Context: an optimization exercise on an open-source flow, tuned for small area, a short achievable clock period and few clock cycles per item. The choices shown serve that exercise and are no tape-out recipe.
Only simulation tests tie the RTL to the original design; equivalence was not proved.

Design fp_mult_unit, start of the top module:
module fp_mult_unit
(
    input  logic                clk,
    input  logic                rst_n,
    input  logic                clk_en,
    input  logic                start,
    input  logic [FP_WIDTH-1:0] dataa,
    input  logic [FP_WIDTH-1:0] datab,
    output logic [FP_WIDTH-1:0] result,
    output logic                done,
    output logic                busy
);
export LEC_CHECK = 0
export ABC_AREA = 1
export CAP_MARGIN = 20
export CORE_MARGIN = 2
export CORE_UTILIZATION = 60
export CTS_BUF_LIST = sky130_fd_sc_hd__clkbuf_4 sky130_fd_sc_hd__clkbuf_8
export PLACE_DENSITY = 0.7
export SLEW_MARGIN = 20
create_clock -name core_clock -period 12.0 [get_ports {clk}]
standard.sh (not shown) runs the stock make flow with config.mk's settings and CLKGATE_MAP_FILE= SYNTH_SCRIPT=/design/flow/synth_recipe.tcl, a recipe that flattens the netlist after the stock synthesis.
==> flow/flow/run.sh <==
#!/bin/bash
# Own layout flow: the standard flow, with three changes.
#  1. The ports are buffered with buf_4 instead of the buffer buffer_ports
#     picks by default (the inputs fan out straight into the multiplier).
#  2. Between synthesis and floorplan, flow/fixinv.py re-polarises the full
#     adders of the standard synthesis (a full adder is self-dual) so that
#     fewer inverters sit between them; registers and logic function are
#     unchanged.
#  3. Timing repair aims at 5.3 ns of setup slack.
#  4. After synthesis, the slow low-power inverters and delay buffers are kept
#     out of the resizer's choices.
set -euo pipefail
cd "$(dirname "$0")/.."
export BUFFER_PORTS_ARGS="-buffer_cell sky130_fd_sc_hd__buf_4"
R=orfs/results/sky130hd/fp_mult_unit/base
bash standard.sh synth > synth.log 2>&1
cp $R/1_2_yosys.v 1_2_yosys.standard.v
python3 flow/fixinv.py 1_2_yosys.standard.v 1_2_yosys.fixinv.v > fixinv.log 2>&1
cp 1_2_yosys.fixinv.v $R/1_2_yosys.v
rm -f $R/1_synth.odb $R/1_synth.sdc
export SETUP_SLACK_MARGIN=5.3
export DONT_USE_CELLS="sky130_fd_sc_hd__clkinvlp_2 sky130_fd_sc_hd__clkinvlp_4 sky130_fd_sc_hd__clkdlybuf4s15_1 sky130_fd_sc_hd__clkdlybuf4s15_2 sky130_fd_sc_hd__clkdlybuf4s18_1 sky130_fd_sc_hd__clkdlybuf4s18_2 sky130_fd_sc_hd__clkdlybuf4s25_1 sky130_fd_sc_hd__clkdlybuf4s25_2 sky130_fd_sc_hd__clkdlybuf4s50_1 sky130_fd_sc_hd__clkdlybuf4s50_2"
bash standard.sh > layout.log 2>&1
Other scripts of this flow, unchanged in this note and not shown: flow/flow/fixinv.py
Testbench counts at the start, summed over its fixed seeds: cycles 8,000, items 8,000.
Rerun with:
--- a/flow/flow/run.sh
+++ b/flow/flow/run.sh
@@ -3 +3 @@
-#  1. The ports are buffered with buf_4 instead of the buffer buffer_ports
+#  1. The ports are buffered with buf_2 (upsized by timing repair where needed) instead of the buffer buffer_ports
@@ -9,2 +9 @@
-#  3. Timing repair aims at 5.3 ns of setup slack.
-#  4. After synthesis, the slow low-power inverters and delay buffers are kept
+#  3. After synthesis, the slow low-power inverters and delay buffers are kept
@@ -14 +13 @@
-export BUFFER_PORTS_ARGS="-buffer_cell sky130_fd_sc_hd__buf_4"
+export BUFFER_PORTS_ARGS="-buffer_cell sky130_fd_sc_hd__buf_2"
@@ -21 +19,0 @@
-export SETUP_SLACK_MARGIN=5.3
- CTS_BUF_LIST: sky130_fd_sc_hd__clkbuf_4 sky130_fd_sc_hd__clkbuf_8 -> default
- SETUP_SLACK_MARGIN: default -> 5
Design area goes down slightly.
Routed wire length is about the same.
Worst setup slack is worse by 0.31 ns.
Area after synthesis is unchanged.
Via count barely changes.
Rerun with:
--- a/flow/flow/run.sh
+++ b/flow/flow/run.sh
@@ -3 +3 @@
-#  1. The ports are buffered with buf_2 (upsized by timing repair where needed) instead of the buffer buffer_ports
+#  1. The ports are buffered with buf_4 instead of the buffer buffer_ports
@@ -9 +9,2 @@
-#  3. After synthesis, the slow low-power inverters and delay buffers are kept
+#  3. Timing repair aims at 5.5 ns of setup slack.
+#  4. After synthesis, the slow low-power inverters and delay buffers are kept
@@ -13 +14 @@
-export BUFFER_PORTS_ARGS="-buffer_cell sky130_fd_sc_hd__buf_2"
+export BUFFER_PORTS_ARGS="-buffer_cell sky130_fd_sc_hd__buf_4"
@@ -19,0 +21 @@
+export SETUP_SLACK_MARGIN=5.5
- CORE_UTILIZATION: 60 -> 50
- PLACE_DENSITY: 0.7 -> 0.6
- SETUP_SLACK_MARGIN: 5 -> default
What happened: The new run ran to the end with no violations. Routed wire length grows by 6.9%. Synthesized area stays the same. Register-to-register slack is about the same. Die area increases by 20%. Cell area increases by 5.4%. Clock-buffer cell count is unchanged.
Rerun with:
--- a/flow/flow/run.sh
+++ b/flow/flow/run.sh
@@ -3 +3 @@
-#  1. The ports are buffered with buf_4 instead of the buffer buffer_ports
+#  1. The ports are buffered with buf_2 (upsized by timing repair where needed) instead of the buffer buffer_ports
@@ -9 +9 @@
-#  3. Timing repair aims at 5.5 ns of setup slack.
+#  3. Timing repair aims at 5.3 ns of setup slack.
@@ -14 +14 @@
-export BUFFER_PORTS_ARGS="-buffer_cell sky130_fd_sc_hd__buf_4"
+export BUFFER_PORTS_ARGS="-buffer_cell sky130_fd_sc_hd__buf_2"
@@ -21 +21 @@
-export SETUP_SLACK_MARGIN=5.5
+export SETUP_SLACK_MARGIN=5.3
- CORE_UTILIZATION: 50 -> 60
- CTS_BUF_LIST: default -> sky130_fd_sc_hd__clkbuf_4 sky130_fd_sc_hd__clkbuf_8
- PLACE_DENSITY: 0.6 -> 0.7
Final cell count falls by a few percent.
Global-route usage rises by 3.7 points.
Area after synthesis does not change.
Die area falls by about a fifth.
Clock-buffer cell count stays the same.
Cell area falls by a few percent.
Hold slack hardly moves.
Critical path depth rises by 4.
Via count rises slightly.

---

Another version of the RTL of fp_mult_unit (not shown whole).
Size in the first run: ~2,400 cells after synthesis, about 33 flip-flops, ~100 I/O pins, ~18,000 um^2 of cells after synthesis.
==> flow/design.v (excerpt) <==
module fp_mult_unit
(
    input  logic                clk,
    input  logic                rst_n,
    input  logic                clk_en,
    input  logic                start,
    input  logic [FP_WIDTH-1:0] dataa,
    input  logic [FP_WIDTH-1:0] datab,
    output logic [FP_WIDTH-1:0] result,
    output logic                done,
    output logic                busy
);
make LEC_CHECK=0 ABC_AREA=1 CAP_MARGIN=20 CORE_MARGIN=2 CORE_UTILIZATION=60 PLACE_DENSITY=0.7 SETUP_SLACK_MARGIN=3 SLEW_MARGIN=20 finish   # period 12.0 ns
run.sh (not shown) runs the stock make flow with config.mk's settings and CLKGATE_MAP_FILE= SYNTH_SCRIPT=/design/flow/synth_recipe.tcl, a recipe that flattens the netlist after the stock synthesis.
Stock flow here: none of the scripts above is used.
Testbench counts at the start, summed over its fixed seeds: cycles 8,000, items 8,000.
Change:
==> flow/flow/run.sh (new file) <==
#!/bin/bash
# Own layout flow: the standard flow, with the ports buffered by a
# stronger buffer than buffer_ports picks by default (the input ports
# drive wide fanouts straight into the multiplier tree).
set -euo pipefail
cd "$(dirname "$0")/.."
export BUFFER_PORTS_ARGS="-buffer_cell sky130_fd_sc_hd__buf_4"
bash standard.sh synth > synth.log 2>&1
bash standard.sh > layout.log 2>&1
==> flow/standard.sh (new file) <==
#!/bin/bash
# synth_recipe.tcl (not shown) runs the flow's synth.tcl, then flattens the netlist and writes it again
# the make line also repeats each setting of config.mk as NAME=value (left out here)
make -C /OpenROAD-flow-scripts/flow DESIGN_CONFIG=/design/flow/config.mk WORK_HOME=/design/flow/orfs CLKGATE_MAP_FILE= SYNTH_SCRIPT=/design/flow/synth_recipe.tcl "${@:-finish}"
removed: flow/run.sh
What happened: Clock skew is unchanged. Count of clock-buffer cells in the layout climbs by 1. Setup slack improves by 0.032 ns. Wire length drops by 2.3%. Sequential share of layout area climbs by 0.23 points. Via count drops by 2.7%. Synthesized cell count is unchanged. Cell area drops by 4.7%. Die area does not change. Flip-flop and latch count stays the same.

---

Setup of v22:
fp_mult_unit, a different RTL version from the one above (not shown whole).
For scale: about 2100 cells after synthesis, about 100 I/O pins, about 18000 um2 of cells after synthesis.
export LEC_CHECK = 0
export ABC_AREA = 1
export CAP_MARGIN = 20
export CORE_MARGIN = 2
export CORE_UTILIZATION = 60
export PLACE_DENSITY = 0.7
export SETUP_SLACK_MARGIN = 5
export SLEW_MARGIN = 20
create_clock -name core_clock -period 12.0 [get_ports {clk}]
standard.sh (not shown) runs the stock make flow with config.mk's settings and CLKGATE_MAP_FILE= SYNTH_SCRIPT=/design/flow/synth_recipe.tcl, a recipe that flattens the netlist after the stock synthesis.
==> flow/flow/run.sh <==
#!/bin/bash
# Own layout flow: the standard flow, with three changes.
#  1. The ports are buffered with buf_4 instead of the buffer buffer_ports
#     picks by default (the inputs fan out straight into the multiplier).
#  2. Between synthesis and floorplan, flow/fixinv.py re-polarises the full
#     adders of the standard synthesis (a full adder is self-dual) so that
#     fewer inverters sit between them; registers and logic function are
#     unchanged.
#  3. After synthesis, the slow low-power inverters and delay buffers are kept
#     out of the resizer's choices.
set -euo pipefail
cd "$(dirname "$0")/.."
export BUFFER_PORTS_ARGS="-buffer_cell sky130_fd_sc_hd__buf_4"
R=orfs/results/sky130hd/fp_mult_unit/base
bash standard.sh synth > synth.log 2>&1
cp $R/1_2_yosys.v 1_2_yosys.standard.v
python3 flow/fixinv.py 1_2_yosys.standard.v 1_2_yosys.fixinv.v > fixinv.log 2>&1
cp 1_2_yosys.fixinv.v $R/1_2_yosys.v
rm -f $R/1_synth.odb $R/1_synth.sdc
export DONT_USE_CELLS="sky130_fd_sc_hd__clkinvlp_2 sky130_fd_sc_hd__clkinvlp_4 sky130_fd_sc_hd__clkdlybuf4s15_1 sky130_fd_sc_hd__clkdlybuf4s15_2 sky130_fd_sc_hd__clkdlybuf4s18_1 sky130_fd_sc_hd__clkdlybuf4s18_2 sky130_fd_sc_hd__clkdlybuf4s25_1 sky130_fd_sc_hd__clkdlybuf4s25_2 sky130_fd_sc_hd__clkdlybuf4s50_1 sky130_fd_sc_hd__clkdlybuf4s50_2"
bash standard.sh > layout.log 2>&1
Other scripts of this flow, unchanged in this note and not shown: flow/flow/fixinv.py
Testbench counts of v22, summed over its fixed seeds: cycles 8,000, items 8,000.
Changes in v30 relative to v22:
-- flow/flow/run.sh --
<<< v22, line 2
# Own layout flow: the standard flow, with three changes.
>>> v30, line 2
# Own layout flow: the standard flow, with two changes.
<<< v22, line 9
#  3. After synthesis, the slow low-power inverters and delay buffers are kept
#     out of the resizer's choices.
>>> v30, line 9
<<< v22, line 20
export DONT_USE_CELLS="sky130_fd_sc_hd__clkinvlp_2 sky130_fd_sc_hd__clkinvlp_4 sky130_fd_sc_hd__clkdlybuf4s15_1 sky130_fd_sc_hd__clkdlybuf4s15_2 sky130_fd_sc_hd__clkdlybuf4s18_1 sky130_fd_sc_hd__clkdlybuf4s18_2 sky130_fd_sc_hd__clkdlybuf4s25_1 sky130_fd_sc_hd__clkdlybuf4s25_2 sky130_fd_sc_hd__clkdlybuf4s50_1 sky130_fd_sc_hd__clkdlybuf4s50_2"
>>> v30, line 18
### Flow results
v30 -> v22: worst setup slack delta 0, exact match
Comparing v22 against v30, there is no change at all in fmax.
Final design area excluding fillers came out exactly the same in v22 and v30.
As far as share of the cycle needed by the critical path after routing goes, v22 and v30 are indistinguishable; the numbers are identical.
As far as count of clock tree sinks goes, v30 and v22 are indistinguishable; the numbers are identical.
In terms of width of the chip, v22 and v30 differ only marginally.
From v22 to v30, die span in y did not move at all.
In terms of met2 track utilization from global routing, v22 and v30 differ only marginally.

static timing again, ports no longer ideal:
The flow's constraints put no driver on any port. The routed layouts listed below were extracted and timed again, unchanged, in two steps. Step 1: set_driving_cell puts a clkbuf_16 on clk and a buf_2 on each other input, an assumption about the parent block. Step 2 also shifts input and output timing later by t, the mid clock arrival at the registers, as if the neighbouring blocks saw the same clock. Slacks: ideal / step 1 / step 2; pairs: ideal / step 1.
run | t, ns | slack for setup (ns) | latest minus earliest clock arrival (ns)
the first run of note 1 | 0.434 | 5.379 / 5.399 / 4.965 | 0.037 / 0.036
the second run of note 1 | 0.396 | 5.072 / 5.096 / 4.700 | 0.023 / 0.023
the third run of note 1 | 0.408 | 5.569 / 5.590 / 5.182 | 0.020 / 0.020
the fourth run of note 1 | 0.433 | 5.394 / 5.422 / 4.988 | 0.043 / 0.043
the first run of note 2 | 0.306 | 3.191 / 3.201 / 2.895 | 0.006 / 0.005
the second run of note 2 | 0.301 | 3.223 / 3.209 / 2.908 | 0.008 / 0.009
v22 | 0.400 | 5.019 / 5.024 / 4.624 | 0.013 / 0.014
v30 | 0.400 | 5.019 / 5.024 / 4.624 | 0.013 / 0.014
After both steps setup and hold are still met in every run listed. The setup slack of the first run of note 1, which loses most, moves by +0.020 ns with the drivers and by -0.414 ns with both steps.
